What follows belongs to an exercise in optimizing a design on an open flow for small area and a short achievable clock period; a production flow would make more cautious choices.
Only simulation tests tie the RTL to the original design; equivalence was not proved.
No activity file was given, so power comes from the tool's default toggle rates.

== the previous run ==
Design tcp_frame_top, start of the top module:
module tcp_frame_top #(
	parameter int TCP_OPT_WORDS = 3
) (
	input  logic                          clk,
	input  logic                          rst_n,
	input  logic                          start,
	input  logic [47:0]                   mac_dst,
	input  logic [47:0]                   mac_src,
	input  logic [15:0]                   mac_type,
	input  logic [7:0]                    ip_dsf,
	input  logic [15:0]                   ip_id,
	input  logic [2:0]                    ip_flag,
	input  logic [12:0]                   ip_frag_offset,
	input  logic [7:0]                    ip_ttl,
	input  logic [7:0]                    ip_prot,
	input  logic [31:0]                   ip_src,
	input  logic [31:0]                   ip_dst,
	input  logic [15:0]                   tcp_src_port,
	input  logic [15:0]                   tcp_dst_port,
	input  logic [31:0]                   tcp_seq_num,
	input  logic [31:0]                   tcp_ack_num,
	input  logic [3:0]                    tcp_head_len,
	input  logic [5:0]                    tcp_flags,
	input  logic [15:0]                   tcp_window,
	input  logic [15:0]                   tcp_urgent_ptr,
	input  logic [TCP_OPT_WORDS*32-1:0]   tcp_options,
	input  logic [15:0]                   payload_len,
	input  logic [15:0]                   payload_sum,
	input  logic                          data_out_rd,
	input  logic [31:0]                   data_in,
	output logic [31:0]                   data_out,
	output logic [1:0]                    be_out,
	output logic                          data_out_rdy,
	output logic                          sop,
	output logic                          eop,
	output logic                          data_in_rd,
	output logic                          busy
);
Settings: LEC_CHECK=0, CAP_MARGIN=20, CORE_MARGIN=2, CORE_UTILIZATION=40, SLEW_MARGIN=20, SYNTH_HIERARCHICAL=1, SYNTH_MINIMUM_KEEP_SIZE=0; clock period 14.0 ns.
standard.sh (not shown) runs the stock make flow with config.mk's settings and CLKGATE_MAP_FILE= SYNTH_SCRIPT=/design/flow/synth_recipe.tcl, a recipe that flattens the netlist after the stock synthesis.
==> flow/flow/run.sh <==
#!/bin/bash
# The standard layout (standard.sh, standard synthesis unchanged) with three
# layout knobs: port buffers of buf_1 cells instead of the delay cells buffer_ports
# picks by default; a clock tree of clkbuf_16 with larger sink clusters and no
# dummy loads; and repair_timing asked for extra setup margin so that it works
# below the design's period. make's full output is in standard.log; each step's
# log is under orfs/logs.
set -euo pipefail
export BUFFER_PORTS_ARGS="-buffer_cell sky130_fd_sc_hd__buf_1"
export CTS_ARGS="-sink_clustering_enable -repair_clock_nets -dont_use_dummy_load -buf_list sky130_fd_sc_hd__clkbuf_16 -sink_clustering_size 25 -sink_clustering_max_diameter 100 -sink_buffer_max_cap_derate 1.0"
export SETUP_SLACK_MARGIN=8.0
bash standard.sh finish > standard.log 2>&1
The previous run reached the final stage; the timing, DRC and antenna checks on its layout passed.
Setup changes, the previous run to the current run
diff --git a/flow/flow/run.sh b/flow/flow/run.sh
--- a/flow/flow/run.sh
+++ b/flow/flow/run.sh
@@ -10 +10 @@
-export CTS_ARGS="-sink_clustering_enable -repair_clock_nets -dont_use_dummy_load -buf_list sky130_fd_sc_hd__clkbuf_16 -sink_clustering_size 25 -sink_clustering_max_diameter 100 -sink_buffer_max_cap_derate 1.0"
+export CTS_ARGS="-sink_clustering_enable -repair_clock_nets -dont_use_dummy_load -buf_list sky130_fd_sc_hd__clkbuf_16 -sink_clustering_size 30 -sink_clustering_max_diameter 80 -sink_buffer_max_cap_derate 1.0"
diff --git a/flow/config.mk b/flow/config.mk
--- a/flow/config.mk
+++ b/flow/config.mk
@@ -10 +10 @@
-export CORE_UTILIZATION = 40
+export CORE_UTILIZATION = 65
Notes after the runs:
- Summary of the current run over the previous run: global-route usage moved up; non-clock buffer count level; static leakage power level; total core area moved down.
- Taking the previous run as the reference, in the current run well tap count now sits lower; share of power burned in the clock network now smaller; cell count of the worst hold path lower; total stage count of the critical path about even.
- Diff the current run and the previous run: achievable clock frequency lower in the previous run

========
Starting RTL as in the previous note.
==> flow/config.mk <==
export PLATFORM = sky130hd
export DESIGN_NAME = tcp_frame_top
export DESIGN_NICKNAME = tcp_frame_top
export VERILOG_FILES = /design/flow/design.v
export SDC_FILE = /design/flow/constraint.sdc
export NUM_CORES = 4
export LEC_CHECK = 0
export CAP_MARGIN = 20
export CORE_MARGIN = 2
export CORE_UTILIZATION = 70
export SLEW_MARGIN = 20
export SYNTH_HIERARCHICAL = 1
export SYNTH_MINIMUM_KEEP_SIZE = 0
==> flow/constraint.sdc <==
create_clock -name core_clock -period 14.0 [get_ports {clk}]
set_input_delay 2.8000 -clock core_clock [delete_from_list [all_inputs] [get_ports {clk}]]
set_output_delay 2.8000 -clock core_clock [all_outputs]
set_load 0.01 [all_outputs]
==> flow/flow/run.sh <==
#!/bin/bash
# The standard layout (standard.sh, standard synthesis unchanged) with three
# layout knobs: port buffers of buf_1 cells instead of the delay cells buffer_ports
# picks by default; a clock tree of clkbuf_16 with larger sink clusters and no
# dummy loads; and repair_timing asked for extra setup margin so that it works
# below the design's period. make's full output is in standard.log; each step's
# log is under orfs/logs.
set -euo pipefail
export BUFFER_PORTS_ARGS="-buffer_cell sky130_fd_sc_hd__buf_1"
export CTS_ARGS="-sink_clustering_enable -repair_clock_nets -dont_use_dummy_load -buf_list sky130_fd_sc_hd__clkbuf_16 -sink_clustering_size 30 -sink_clustering_max_diameter 80 -sink_buffer_max_cap_derate 1.0"
export SETUP_SLACK_MARGIN=8.0
bash standard.sh finish > standard.log 2>&1
The first run finished clean.
Then changed:
Settings changed: CORE_UTILIZATION 70 to 40.
Effect: First-iteration DRC count shrinks by 25%. Cell count grows by 12%. Count of clock-buffer cells in the layout grows by 8. Worst setup slack improved by 0.043 ns. Wire length grows by 9.5%. Sequential power is about the same. Non-clock buffer count grows by 1. Synthesized cell count is unchanged.
Then changed:
Settings changed: CORE_UTILIZATION 40 to 60.
Effect: Power came out lower by a few percent. Cell area came out lower by a few percent. Area after synthesis stays the same.

-- static timing again, ports no longer ideal --
In the flow no input, the clock included, has a driving cell. The finished layouts below were timed again as built, in two steps.
Step 1 sets driving cells, clkbuf_16 on the clock port and buf_2 on the other inputs (assumed; they add their load-dependent delay and slew).
Step 2 times the ports against the registers' clock, not the clock port: input delays grow and output delays shrink by t, the midpoint of the rising clock arrivals with the driver on.
Three values: ideal, step 1, step 2; two values: the first two.
| run | t, ns | setup WS [ns] | hold slack, ns | pins driven straight from the clock port |
|---|---|---|---|---|
| the previous run | 0.688 | 7.903 / 7.854 / 7.413 | 0.608 / 0.608 / 0.608 | 1 |
| the current run | 0.661 | 7.926 / 7.874 / 7.357 | 0.612 / 0.612 / 0.612 | 1 |
| the first run of note 2 | 0.663 | 7.849 / 7.789 / 7.363 | 0.524 / 0.524 / 0.524 | 1 |
| the second run of note 2 | 0.641 | 7.892 / 7.835 / 7.448 | 0.602 / 0.602 / 0.602 | 1 |
| the third run of note 2 | 0.670 | 7.924 / 7.871 / 7.392 | 0.632 / 0.632 / 0.632 | 1 |
After both steps setup and hold are still met in every run listed. For the current run, which loses most, drivers alone change the setup slack by -0.052 ns; drivers and shift together by -0.569 ns.
